Background: an optimization exercise with open tools, aiming at small area, a short achievable clock period and few clock cycles. Do not read the settings as production practice. RTL that was checked went through simulation tests only; none was proved equivalent to the original. Power figures rest on the tool's default switching activity, not on a simulated workload.

==> run Z <==
==> flow/design.v (excerpt) <==
module packet_truncate_ipv4_fixup_unit (
  input  logic        clk_i,
  input  logic        rst_ni,
  input  logic        cfg_we_i,
  input  logic        cfg_idx_i,
  input  logic [15:0] cfg_wdata_i,
  input  logic        s_axis_tvalid,
  output logic        s_axis_tready,
  input  logic [23:0] s_axis_tdata,    
  input  logic        s_axis_tlast,
  output logic        m_axis_tvalid,
  input  logic        m_axis_tready,
  output logic [7:0]  m_axis_tdata,    
  output logic        m_axis_tlast
);
Settings: LEC_CHECK=0, CAP_MARGIN=20, CORE_MARGIN=2, CORE_UTILIZATION=50, CTS_CLUSTER_DIAMETER=110, CTS_CLUSTER_SIZE=26, PLACE_DENSITY=0.7, SETUP_SLACK_MARGIN=3.2, SLEW_MARGIN=20; clock period 5.5 ns.
run.sh (not shown) runs the stock make flow with config.mk's settings and CLKGATE_MAP_FILE= SYNTH_SCRIPT=/design/flow/synth_recipe.tcl, a recipe that flattens the netlist after the stock synthesis.
==> inputs of run P, as changes to run Z <==
--- a/flow/config.mk
+++ b/flow/config.mk
@@ -9,7 +9,7 @@
 export CORE_MARGIN = 2
-export CORE_UTILIZATION = 50
-export CTS_CLUSTER_DIAMETER = 110
-export CTS_CLUSTER_SIZE = 26
-export PLACE_DENSITY = 0.7
-export SETUP_SLACK_MARGIN = 3.2
+export CORE_UTILIZATION = 40
+export CTS_CLUSTER_DIAMETER = 120
+export CTS_CLUSTER_SIZE = 30
+export PLACE_DENSITY = 0.6
+export SETUP_SLACK_MARGIN = 3.1
 export SLEW_MARGIN = 20
==> flow_metrics.tcl <==
set metrics [dict create \
    status "finished clean" \
    swShare_pct 36.4 \
    seq_area_sq_um 18800 \
    power.share.sequential_pct 46.7 \
    intPower_mw 8.22 \
    worst_hold_slack_ns 0.502 \
    path_cells "buf_4 > buf_6 > a22oi_1 > nand4_1 > a32oi_1 > o211ai_1 > o21ai_1 > nand2_1" \
]
-- figures above: run P

==> flow_metrics.tcl <==
set metrics [dict create \
    intPower_mw 8.40 \
    gp_congestion 0.936 \
    seq_area_sq_um 18800 \
    status "finished clean" \
    cts_buffers 28 \
    r2r-start "rpl_q[1]" \
    path_cells "buf_12 > buf_12 > buf_4 > a22oi_2 > nand4_1 > a22o_1 > a222oi_1 > o21ai_1" \
    cts_hold_buf 0 \
    endpoint "ob_q[2]" \
    report.power.total_mw 13.0 \
    cp-start-kind "register" \
    cts_buffer_depth 3 \
    worst_hold_slack_ns 0.496 \
]
-- figures above: run Z

Testbench counts of run Z, summed over its fixed seeds: cycles 243,794.
Testbench counts of run P, summed over its fixed seeds: cycles 243,794.

---

==> inputs of run a <==
==> flow/design.v <==
package ptif_pkg;
  localparam int unsigned HEADER_HOLD_BYTES = 60;
  localparam int unsigned FIFO_DEPTH = HEADER_HOLD_BYTES;
  localparam int unsigned LAST_QUEUE_DEPTH = 2;
  localparam logic REG_ENABLE    = 1'b0;
  localparam logic REG_TRUNC_LEN = 1'b1;
  localparam logic [4:0]  ETH_BASE_LEN = 5'd14;
  localparam logic [4:0]  TAG_LEN      = 5'd4;
  localparam logic [4:0]  TAGGED_IP_OFF = ETH_BASE_LEN + TAG_LEN;
  localparam logic [15:0] TYPE_IPV4    = 16'h0800;
  localparam logic [15:0] TYPE_CTAG    = 16'h8100;
  localparam logic [15:0] TYPE_STAG    = 16'h88A8;
  localparam logic [15:0] POS_TYPE_HI  = 16'd12;
  localparam logic [15:0] POS_TYPE_LO  = 16'd13;
  localparam logic [15:0] POS_INNER_HI = 16'd16;
  localparam logic [15:0] POS_INNER_LO = 16'd17;
  localparam logic [15:0] POS_MAX      = 16'hFFFF;
  localparam logic [3:0] IPV4_VERSION = 4'h4;
  localparam logic [5:0] IPV4_MIN_HDR = 6'd20;
  localparam logic [5:0] OFF_TLEN_HI  = 6'd2;
  localparam logic [5:0] OFF_TLEN_LO  = 6'd3;
  localparam logic [5:0] OFF_CSUM_HI  = 6'd10;
  localparam logic [5:0] OFF_CSUM_LO  = 6'd11;
  localparam logic [15:0] KEEP_MIN_UNTAGGED = 16'(ETH_BASE_LEN) + 16'(IPV4_MIN_HDR);
  localparam logic [15:0] KEEP_MIN_VLAN     = 16'(ETH_BASE_LEN) + 16'(TAG_LEN);
  localparam logic [15:0] KEEP_MIN_TAGGED   = 16'(TAGGED_IP_OFF) + 16'(IPV4_MIN_HDR);
endpackage
import ptif_pkg::*;
module packet_truncate_ipv4_fixup_unit (
  input  logic        clk_i,
  input  logic        rst_ni,
  input  logic        cfg_we_i,
  input  logic        cfg_idx_i,
  input  logic [15:0] cfg_wdata_i,
  input  logic        s_axis_tvalid,
  output logic        s_axis_tready,
  input  logic [23:0] s_axis_tdata,    
  input  logic        s_axis_tlast,
  output logic        m_axis_tvalid,
  input  logic        m_axis_tready,
  output logic [7:0]  m_axis_tdata,    
  output logic        m_axis_tlast
);
  localparam int unsigned N  = FIFO_DEPTH;
  localparam int unsigned AW = 6;
  localparam int unsigned LQ = LAST_QUEUE_DEPTH;
  localparam int unsigned LW = $clog2(LQ);
  function automatic [AW-1:0] inc(input [AW-1:0] p);
    inc = (p == AW'(N - 1)) ? '0 : p + AW'(1);
  endfunction
  function automatic [AW-1:0] dec(input [AW-1:0] p);
    dec = (p == '0) ? AW'(N - 1) : p - AW'(1);
  endfunction
  function automatic [8:0] add8(input [7:0] x, input [7:0] y, input ci);
    reg [7:0] g, p, gg, pp, gn, pn;
    reg [8:0] c;
    g  = x & y;
    p  = x ^ y;
    gg = g;
    pp = p;
    for (int d = 1; d < 8; d = d * 2) begin
      gn = gg;
      pn = pp;
      for (int i = d; i < 8; i++) begin
        gn[i] = gg[i] | (pp[i] & gg[i - d]);
        pn[i] = pp[i] & pp[i - d];
      end
      gg = gn;
      pp = pn;
    end
    c[0] = ci;
    for (int i = 0; i < 8; i++) c[i + 1] = gg[i] | (pp[i] & ci);
    add8 = {c[8], p ^ c[7:0]};
  endfunction
  logic        en_q;
  logic [15:0] tlen_q;
  logic        tlen_nz, tlen_is1, k18, k34, k38;
  logic        first_q;
  logic        cut_q;
  logic [15:0] rem_q;           
  logic [4:0]  pc_q;            
  logic        t08_q, t81_q, t88_q;
  logic        vlan_q, arm14_q, arm18_q;
  logic        hsp_q;           
  logic          hold_q;
  logic [3:0]    ihlm_q;        
  logic [5:0]    hoff_q;        
  logic [15:0]   tot_q;         
  logic [AW-1:0] a0_q;          
  logic          fixp_q;        
  logic [3:0]    fcnt_q;
  logic [7:0]    ax_q, ay_q;    
  logic          ac_q;
  logic [1:0]    fin_q;
  logic [7:0]    mem_q [N];
  logic [AW-1:0] wp_q;
  logic [2:0]    rph_q;         
  logic [7:0]    rpl_q;         
  function automatic rp_is(input [AW-1:0] p);
    rp_is = rph_q == p[5:3] && rpl_q[p[2:0]];
  endfunction
  logic          empty_q, full_q;
  logic [AW-1:0] lq_q [LQ];
  logic [LW-1:0] lqw_q, lqr_q;
  logic [LW:0]   lqc_q;
  logic       ov_q;
  logic [7:0] ob_q;
  logic       ol_q;
  logic       trdy_q;
  assign s_axis_tready = trdy_q;
  assign m_axis_tvalid = ov_q;
  assign m_axis_tdata  = ob_q;
  assign m_axis_tlast  = ol_q;
  logic [7:0]  b;
  logic [15:0] flen;
  logic        l;
  assign b    = s_axis_tdata[7:0];
  assign flen = s_axis_tdata[23:8];
  assign l    = s_axis_tlast;
  assign tlen_nz  = tlen_q != 16'd0;
  assign tlen_is1 = tlen_q == 16'd1;
  assign k18      = tlen_q >= KEEP_MIN_VLAN;
  assign k34      = tlen_q >= KEEP_MIN_UNTAGGED;
  assign k38      = tlen_q >= KEEP_MIN_TAGGED;
  always_ff @(posedge clk_i or negedge rst_ni) begin
    if (!rst_ni) begin
      en_q   <= 1'b0;
      tlen_q <= 16'd0;
    end else if (cfg_we_i) begin
      if (cfg_idx_i == REG_ENABLE) en_q <= cfg_wdata_i[0];
      else                         tlen_q <= cfg_wdata_i;
    end
  end
  logic in_acc, drop, endc, wr, lastbit;
  logic rem_z, rem_o, rem_t, cut_in;
  logic drop_q, end_q;    
  logic at12, at13, at16, at17;
  logic hs, ihl_ok, start, complete, rel_unfixed;
  logic bx08, bx00, bx81, bx88, bxa8;
  assign in_acc  = s_axis_tvalid && trdy_q;
  assign rem_z   = rem_q == 16'd0;
  assign rem_o   = rem_q == 16'd1;
  assign rem_t   = rem_q == 16'd2;
  assign cut_in  = en_q && tlen_nz && (flen > tlen_q);
  assign drop    = drop_q;
  assign endc    = first_q ? (en_q && tlen_is1 && (flen[15:1] != 15'd0))
                           : end_q;
  assign wr      = in_acc && !drop;
  assign lastbit = l || endc;
  assign bx08 = b == 8'h08;
  assign bx00 = b == 8'h00;
  assign bx81 = b == 8'h81;
  assign bx88 = b == 8'h88;
  assign bxa8 = b == 8'hA8;
  assign at12 = !first_q && pc_q == 5'd12;
  assign at13 = !first_q && pc_q == 5'd13;
  assign at16 = !first_q && pc_q == 5'd16;
  assign at17 = !first_q && pc_q == 5'd17;
  assign ihl_ok = b[7:4] == IPV4_VERSION && b[3:0] >= 4'd5 &&
                  (rem_q[15:6] != 10'd0 || rem_q[5:2] >= b[3:0]);
  assign hs       = hsp_q && !first_q;
  assign start    = hs && ihl_ok;
  assign complete = hold_q && hoff_q == {ihlm_q, 2'b11};
  assign rel_unfixed = hold_q && !complete && l;
  logic       first_d, cut_d, arm14_d, arm18_d, hsp_d;
  logic [4:0] pc_d;
  always_comb begin
    first_d = first_q;
    cut_d   = cut_q;
    arm14_d = arm14_q;
    arm18_d = arm18_q;
    pc_d    = pc_q;
    if (in_acc) begin
      first_d = l;
      if (first_q) begin
        cut_d   = cut_in;
        arm14_d = 1'b0;
        arm18_d = 1'b0;
        pc_d    = 5'd1;
      end else begin
        if (pc_q != 5'd31) pc_d = pc_q + 5'd1;
        if (at13) arm14_d = cut_q && t08_q && bx00 && k34;
        if (at17) arm18_d = cut_q && vlan_q && t08_q && bx00 && k38;
      end
    end
    hsp_d = !first_d && cut_d && ((arm14_d && pc_d == 5'd14) ||
                                  (arm18_d && pc_d == 5'd18));
  end
  always_ff @(posedge clk_i or negedge rst_ni) begin
    if (!rst_ni) begin
      first_q <= 1'b1;
      hsp_q   <= 1'b0;
      drop_q  <= 1'b0;
      end_q   <= 1'b0;
    end else begin
      first_q <= first_d;
      hsp_q   <= hsp_d;
      if (in_acc) begin
        if (first_q) begin
          drop_q <= !l && cut_in && tlen_is1;
          end_q  <= !l && cut_in && tlen_q == 16'd2;
        end else begin
          drop_q <= !l && cut_q && (rem_z || rem_o);
          end_q  <= !l && cut_q && rem_t;
        end
      end
    end
  end
  always_ff @(posedge clk_i) begin
    cut_q   <= cut_d;
    arm14_q <= arm14_d;
    arm18_q <= arm18_d;
    pc_q    <= pc_d;
    if (in_acc) begin
      if (first_q) rem_q <= tlen_q - 16'd1;
      else if (!rem_z) rem_q <= rem_q - 16'd1;
      if (at12 || at16) begin
        t08_q <= bx08;
        t81_q <= bx81;
        t88_q <= bx88;
      end
      if (at13) vlan_q <= cut_q && ((t81_q && bx00) || (t88_q && bxa8)) && k18;
    end
  end
  logic [7:0] ad_q;             
  logic       s1_q;             
  logic       step, clr;
  logic [8:0] ssum;
  always_comb begin
    step = s1_q || fin_q != 2'd0;
    clr  = !step && !hold_q && !fixp_q;
    ssum = add8(ay_q, ad_q, ac_q);
  end
  always_ff @(posedge clk_i) begin
    if (!(in_acc && (hsp_q || hold_q)))
      ad_q <= 8'd0;
    else if (hold_q && hoff_q[5:4] == 2'b00 && hoff_q[2:1] == 2'b01)
      ad_q <= hoff_q[3] ? 8'd0 : hoff_q[0] ? tot_q[7:0] : tot_q[15:8];
    else
      ad_q <= b;
  end
  always_ff @(posedge clk_i or negedge rst_ni) begin
    if (!rst_ni) begin
      hold_q <= 1'b0;
      fin_q  <= 2'd0;
      s1_q   <= 1'b0;
    end else begin
      s1_q <= in_acc && (hsp_q || hold_q);
      if (fin_q != 2'd0 && !s1_q) fin_q <= fin_q - 2'd1;
      if (in_acc) begin
        if (start && !l) hold_q <= 1'b1;
        if (complete) begin
          hold_q <= 1'b0;
          fin_q  <= 2'd3;
        end
        if (rel_unfixed) hold_q <= 1'b0;
      end
    end
  end
  always_ff @(posedge clk_i) begin
    if (clr) begin
      ax_q <= 8'd0;
      ay_q <= 8'd0;
      ac_q <= 1'b0;
    end else if (step) begin
      ax_q <= ssum[7:0];
      ay_q <= ax_q;
      ac_q <= ssum[8];
    end
    if (in_acc) begin
      if (hsp_q) begin
        ihlm_q <= b[3:0] - 4'd1;
        hoff_q <= 6'd1;
        tot_q  <= rem_q;
        a0_q   <= wp_q;
      end else if (hold_q) begin
        hoff_q <= hoff_q + 6'd1;
      end
    end
  end
  logic       empty, blocked, out_free, rd;
  logic [7:0] rdata, odata;
  logic       at_a0, olast;
  logic       push, pop;
  logic [15:0] fsum;
  logic [15:0] csum;
  assign empty    = empty_q;
  assign at_a0    = rp_is(a0_q);
  assign blocked  = hold_q && at_a0;
  assign out_free = !ov_q || m_axis_tready;
  assign rd       = !empty && !blocked && out_free;
  logic [7:0] rp_hi, rp_lo;
  logic [7:0] grp [8];
  always_comb begin
    for (int k = 0; k < 8; k++) begin
      rp_hi[k] = rph_q == 3'(k);
      rp_lo[k] = rpl_q[k];
    end
    for (int g = 0; g < 8; g++) begin
      grp[g] = 8'd0;
      for (int j = 0; j < 8; j++) begin
        if (g * 8 + j < N) grp[g] = grp[g] | (mem_q[g * 8 + j] & {8{rp_lo[j]}});
      end
    end
    rdata = 8'd0;
    for (int g = 0; g < 8; g++) rdata = rdata | (grp[g] & {8{rp_hi[g]}});
  end
  assign fsum = {ax_q, ay_q};
  assign csum = (fsum == 16'd0) ? 16'd0 : ~fsum;
  always_comb begin
    odata = rdata;
    if (fixp_q) begin
      case (fcnt_q)
        4'd2:    odata = tot_q[15:8];
        4'd3:    odata = tot_q[7:0];
        4'd10:   odata = csum[15:8];
        4'd11:   odata = csum[7:0];
        default: odata = rdata;
      endcase
    end
  end
  assign olast = lqc_q != '0 && rp_is(lq_q[lqr_q]);
  assign push  = wr && lastbit;
  assign pop   = rd && olast;
  logic [LW:0] lqc_d;
  logic        empty_d, full_d, lqfull_d;
  always_comb begin
    lqc_d = lqc_q;
    if (push && !pop) lqc_d = (lqc_q == '0) ? (LW+1)'(1) : (LW+1)'(2);
    if (pop && !push) lqc_d = (lqc_q == (LW+1)'(2)) ? (LW+1)'(1) : '0;
  end
  assign empty_d  = (empty_q && !wr) || (rp_is(dec(wp_q)) && rd && !wr);
  assign full_d   = (full_q && !rd) || (rp_is(inc(wp_q)) && wr && !rd);
  assign lqfull_d = (lqc_q == (LW+1)'(LQ) && !pop) ||
                    (lqc_q == (LW+1)'(LQ - 1) && push && !pop);
  for (genvar i = 0; i < N; i++) begin : g_mem
    always_ff @(posedge clk_i) begin
      if (wr && wp_q == AW'(i)) mem_q[i] <= b;
    end
  end
  always_ff @(posedge clk_i) begin
    if (push) lq_q[lqw_q] <= wp_q;
    if (rd) begin
      ob_q <= odata;
      ol_q <= olast;
    end
  end
  always_ff @(posedge clk_i or negedge rst_ni) begin
    if (!rst_ni) begin
      wp_q   <= '0;
      rph_q  <= '0;
      rpl_q  <= 8'd1;
      empty_q <= 1'b1;
      full_q  <= 1'b0;
      lqw_q  <= '0;
      lqr_q  <= '0;
      lqc_q  <= '0;
      ov_q   <= 1'b0;
      fixp_q <= 1'b0;
      fcnt_q <= 4'd0;
      trdy_q <= 1'b0;
    end else begin
      if (wr) wp_q <= inc(wp_q);
      if (rd) begin
        if (rph_q == 3'((N - 1) / 8) && rpl_q[(N - 1) % 8]) begin
          rph_q <= '0;
          rpl_q <= 8'd1;
        end else begin
          if (rpl_q[7]) rph_q <= rph_q + 3'd1;
          rpl_q <= {rpl_q[6:0], rpl_q[7]};
        end
      end
      empty_q <= empty_d;
      full_q  <= full_d;
      if (push) lqw_q <= lqw_q + LW'(1);
      if (pop)  lqr_q <= lqr_q + LW'(1);
      lqc_q <= lqc_d;
      if (rd) ov_q <= 1'b1;
      else if (m_axis_tready) ov_q <= 1'b0;
      if (rd && fixp_q) begin
        if (fcnt_q != 4'd0 || at_a0) fcnt_q <= fcnt_q + 4'd1;
        if (fcnt_q == 4'd11) begin
          fixp_q <= 1'b0;
          fcnt_q <= 4'd0;
        end
      end
      if (in_acc && complete) begin
        fixp_q <= 1'b1;
        fcnt_q <= 4'd0;
      end
      trdy_q <= !full_d && !lqfull_d && !(hsp_d && fixp_q);
    end
  end
endmodule
==> flow/run.sh <==
#!/bin/bash
# synth_recipe.tcl (not shown) runs the flow's synth.tcl, then flattens the netlist and writes it again
# the make line also repeats each setting of config.mk as NAME=value (left out here)
make -C /OpenROAD-flow-scripts/flow DESIGN_CONFIG=/design/flow/config.mk WORK_HOME=/design/flow/orfs CLKGATE_MAP_FILE= SYNTH_SCRIPT=/design/flow/synth_recipe.tcl finish
==> flow/config.mk <==
export PLATFORM = sky130hd
export DESIGN_NAME = packet_truncate_ipv4_fixup_unit
export DESIGN_NICKNAME = packet_truncate_ipv4_fixup_unit
export VERILOG_FILES = /design/flow/design.v
export SDC_FILE = /design/flow/constraint.sdc
export NUM_CORES = 4
export LEC_CHECK = 0
export CAP_MARGIN = 20
export CORE_MARGIN = 2
export CORE_UTILIZATION = 40
export PLACE_DENSITY = 0.6
export SETUP_SLACK_MARGIN = 3.3
export SLEW_MARGIN = 20
export TNS_END_PERCENT = 0
==> flow/constraint.sdc <==
create_clock -name core_clock -period 5.5 [get_ports {clk_i}]
set_input_delay 1.1000 -clock core_clock [delete_from_list [all_inputs] [get_ports {clk_i}]]
set_output_delay 1.1000 -clock core_clock [all_outputs]
set_load 0.01 [all_outputs]
==> run b: changes against run a <==
--- a/flow/design.v
+++ b/flow/design.v
@@ -134,6 +134,7 @@
   logic in_acc, drop, endc, wr, lastbit;
   logic rem_z, rem_o, rem_t, cut_in;
   logic drop_q, end_q;    
+  logic drop_d, wok_q;    
   logic at12, at13, at16, at17;
   logic hs, ihl_ok, start, complete, rel_unfixed;
   logic bx08, bx00, bx81, bx88, bxa8;
@@ -145,7 +146,7 @@
   assign drop    = drop_q;
   assign endc    = first_q ? (en_q && tlen_is1 && (flen[15:1] != 15'd0))
                            : end_q;
-  assign wr      = in_acc && !drop;
+  assign wr      = s_axis_tvalid && wok_q;
   assign lastbit = l || endc;
   assign bx08 = b == 8'h08;
   assign bx00 = b == 8'h00;
@@ -183,8 +184,17 @@
         if (at17) arm18_d = cut_q && vlan_q && t08_q && bx00 && k38;
       end
     end
-    hsp_d = !first_d && cut_d && ((arm14_d && pc_d == 5'd14) ||
-                                  (arm18_d && pc_d == 5'd18));
+    hsp_d = hsp_q;
+    if (in_acc)
+      hsp_d = !first_q && !l && cut_q && ((arm14_d && pc_q == 5'd13) ||
+                                          (arm18_d && pc_q == 5'd17));
+  end
+  always_comb begin
+    drop_d = drop_q;
+    if (in_acc) begin
+      if (first_q) drop_d = !l && en_q && tlen_is1 && flen[15:1] != 15'd0;
+      else         drop_d = !l && cut_q && (rem_z || rem_o);
+    end
   end
   always_ff @(posedge clk_i or negedge rst_ni) begin
     if (!rst_ni) begin
@@ -195,14 +205,11 @@
     end else begin
       first_q <= first_d;
       hsp_q   <= hsp_d;
+      drop_q <= drop_d;
       if (in_acc) begin
-        if (first_q) begin
-          drop_q <= !l && cut_in && tlen_is1;
-          end_q  <= !l && cut_in && tlen_q == 16'd2;
-        end else begin
-          drop_q <= !l && cut_q && (rem_z || rem_o);
-          end_q  <= !l && cut_q && rem_t;
-        end
+        if (first_q) end_q <= !l && en_q && tlen_q == 16'd2 &&
+                              (flen[15:2] != 14'd0 || flen[1:0] == 2'd3);
+        else         end_q <= !l && cut_q && rem_t;
       end
     end
   end
@@ -291,9 +298,24 @@
   assign rd       = !empty && !blocked && out_free;
   logic [7:0] rp_hi, rp_lo;
   logic [7:0] grp [8];
+  logic       fsub;
+  logic [7:0] fbyte;
+  assign fsum = {ax_q, ay_q};
+  assign csum = (fsum == 16'd0) ? 16'd0 : ~fsum;
   always_comb begin
+    fsub  = 1'b0;
+    fbyte = 8'd0;
+    if (fixp_q) begin
+      case (fcnt_q)
+        4'd2:  begin fsub = 1'b1; fbyte = tot_q[15:8]; end
+        4'd3:  begin fsub = 1'b1; fbyte = tot_q[7:0];  end
+        4'd10: begin fsub = 1'b1; fbyte = csum[15:8];  end
+        4'd11: begin fsub = 1'b1; fbyte = csum[7:0];   end
+        default: ;
+      endcase
+    end
     for (int k = 0; k < 8; k++) begin
-      rp_hi[k] = rph_q == 3'(k);
+      rp_hi[k] = rph_q == 3'(k) && !fsub;
       rp_lo[k] = rpl_q[k];
     end
     for (int g = 0; g < 8; g++) begin
@@ -302,28 +324,24 @@
         if (g * 8 + j < N) grp[g] = grp[g] | (mem_q[g * 8 + j] & {8{rp_lo[j]}});
       end
     end
-    rdata = 8'd0;
+    rdata = fbyte;
     for (int g = 0; g < 8; g++) rdata = rdata | (grp[g] & {8{rp_hi[g]}});
-  end
-  assign fsum = {ax_q, ay_q};
-  assign csum = (fsum == 16'd0) ? 16'd0 : ~fsum;
-  always_comb begin
     odata = rdata;
-    if (fixp_q) begin
-      case (fcnt_q)
-        4'd2:    odata = tot_q[15:8];
-        4'd3:    odata = tot_q[7:0];
-        4'd10:   odata = csum[15:8];
-        4'd11:   odata = csum[7:0];
-        default: odata = rdata;
-      endcase
-    end
   end
   assign olast = lqc_q != '0 && rp_is(lq_q[lqr_q]);
   assign push  = wr && lastbit;
   assign pop   = rd && olast;
   logic [LW:0] lqc_d;
-  logic        empty_d, full_d, lqfull_d;
+  logic        empty_d, full_d, lqfull_d, trdy_d;
+  logic might_push, hsp_c;
+  assign might_push = wr && (l || end_q || (first_q && en_q && tlen_is1));
+  always_comb begin
+    hsp_c = hsp_q;
+    if (in_acc)
+      hsp_c = !first_q && !l && cut_q && t08_q &&
+              ((pc_q == 5'd13 && k34) || (pc_q == 5'd17 && vlan_q && k38));
+  end
+  assign trdy_d = !full_d && !lqfull_d && !(hsp_c && fixp_q);
   always_comb begin
     lqc_d = lqc_q;
     if (push && !pop) lqc_d = (lqc_q == '0) ? (LW+1)'(1) : (LW+1)'(2);
@@ -332,14 +350,14 @@
   assign empty_d  = (empty_q && !wr) || (rp_is(dec(wp_q)) && rd && !wr);
   assign full_d   = (full_q && !rd) || (rp_is(inc(wp_q)) && wr && !rd);
   assign lqfull_d = (lqc_q == (LW+1)'(LQ) && !pop) ||
-                    (lqc_q == (LW+1)'(LQ - 1) && push && !pop);
+                    (lqc_q == (LW+1)'(LQ - 1) && might_push && !pop);
   for (genvar i = 0; i < N; i++) begin : g_mem
     always_ff @(posedge clk_i) begin
       if (wr && wp_q == AW'(i)) mem_q[i] <= b;
     end
   end
   always_ff @(posedge clk_i) begin
-    if (push) lq_q[lqw_q] <= wp_q;
+    if (wr) lq_q[lqw_q] <= wp_q;
     if (rd) begin
       ob_q <= odata;
       ol_q <= olast;
@@ -359,6 +377,7 @@
       fixp_q <= 1'b0;
       fcnt_q <= 4'd0;
       trdy_q <= 1'b0;
+      wok_q  <= 1'b0;
     end else begin
       if (wr) wp_q <= inc(wp_q);
       if (rd) begin
@@ -388,7 +407,8 @@
         fixp_q <= 1'b1;
         fcnt_q <= 4'd0;
       end
-      trdy_q <= !full_d && !lqfull_d && !(hsp_d && fixp_q);
+      trdy_q <= trdy_d;
+      wok_q  <= trdy_d && !drop_d;
     end
   end
 endmodule
--- a/flow/config.mk
+++ b/flow/config.mk
@@ -7,8 +7,9 @@
 export LEC_CHECK = 0
 export CAP_MARGIN = 20
 export CORE_MARGIN = 2
-export CORE_UTILIZATION = 40
-export PLACE_DENSITY = 0.6
-export SETUP_SLACK_MARGIN = 3.3
+export CORE_UTILIZATION = 45
+export CTS_CLUSTER_DIAMETER = 110
+export CTS_CLUSTER_SIZE = 26
+export PLACE_DENSITY = 0.65
+export SETUP_SLACK_MARGIN = 3.1
 export SLEW_MARGIN = 20
-export TNS_END_PERCENT = 0
==> qor summary <==
item                                                                  run a       run b
Met2 wire length                                                   35400 um    34400 um
Clock Sinks                                                             641         642
Part of the power in registers                                        0.532       0.470
First-pass GRT wire length                                        111000 um   108000 um
Cell with the largest stage delay on the worst path                a222oi_1     dfrtp_4
Synthesized-area fraction occupied by ao, oa, aoi and oai cells       0.128       0.125
Max Fanout on Critical Path                                              40           7
Sequential cell count                                                   641         642
Power consumed by sequential cells                                  5.33 mW     6.03 mW
Resized Gates After CTS                                                 106         232
Clock latency on the worst-skew pair                                0.63 ns     0.62 ns
Num CTS Buffers                                                          68          28
NetSw                                                               2.15 mW     4.60 mW
Total routing resource utilization after global routing               0.223       0.238
Static leakage                                                      10.2 nW     9.73 nW
Vias in the first global route                                        16921       16951
Share of the synthesized area in the top cell type                    0.626       0.631
Count of flip-flops with a built-in enable after synthesis              553         559
FILL cells                                                             5572        4799
Status                                     no timing/DRC/antenna violations  no timing/DRC/antenna violations
Fmax achieved                                                       372 MHz     408 MHz
Reg2Reg Setup Slack                                                 2.81 ns     3.05 ns
Met1 Resource Use GR                                                  0.303       0.331
Testbench counts of run b, summed over its fixed seeds: cycles 243,794.
Function not checked in run a: the RTL went through the layout flow alone.

re-timing with driven ports:
How much do the figures lean on ideal ports? The routed layouts below were timed once more, with nothing changed but the port constraints.
Step 1: set_driving_cell puts a clkbuf_16 on clk_i and a buf_2 on each other input, an assumption about the parent block.
Step 2 moves the port delays by t, midway between the first and last clock arrival at a register: inputs arrive t later, outputs are due t later. That takes back most of the time a late clock gives input paths.
a / b / c = no drivers / after step 1 / after step 2; a / b = the first two.
run	t (ns)	setup slack, ns	latest minus earliest clock arrival (ns)
run Z	0.665	3.030 / 3.030 / 2.509	0.024 / 0.023
run P	0.659	3.043 / 3.035 / 2.514	0.039 / 0.039
run a	0.676	2.811 / 2.811 / 2.260	0.046 / 0.046
run b	0.671	3.047 / 3.047 / 2.506	0.038 / 0.038
After both steps setup and hold are still met in every run listed. The setup slack of run a, which loses most, moves by 0.000 ns with the drivers and by -0.551 ns with both steps.
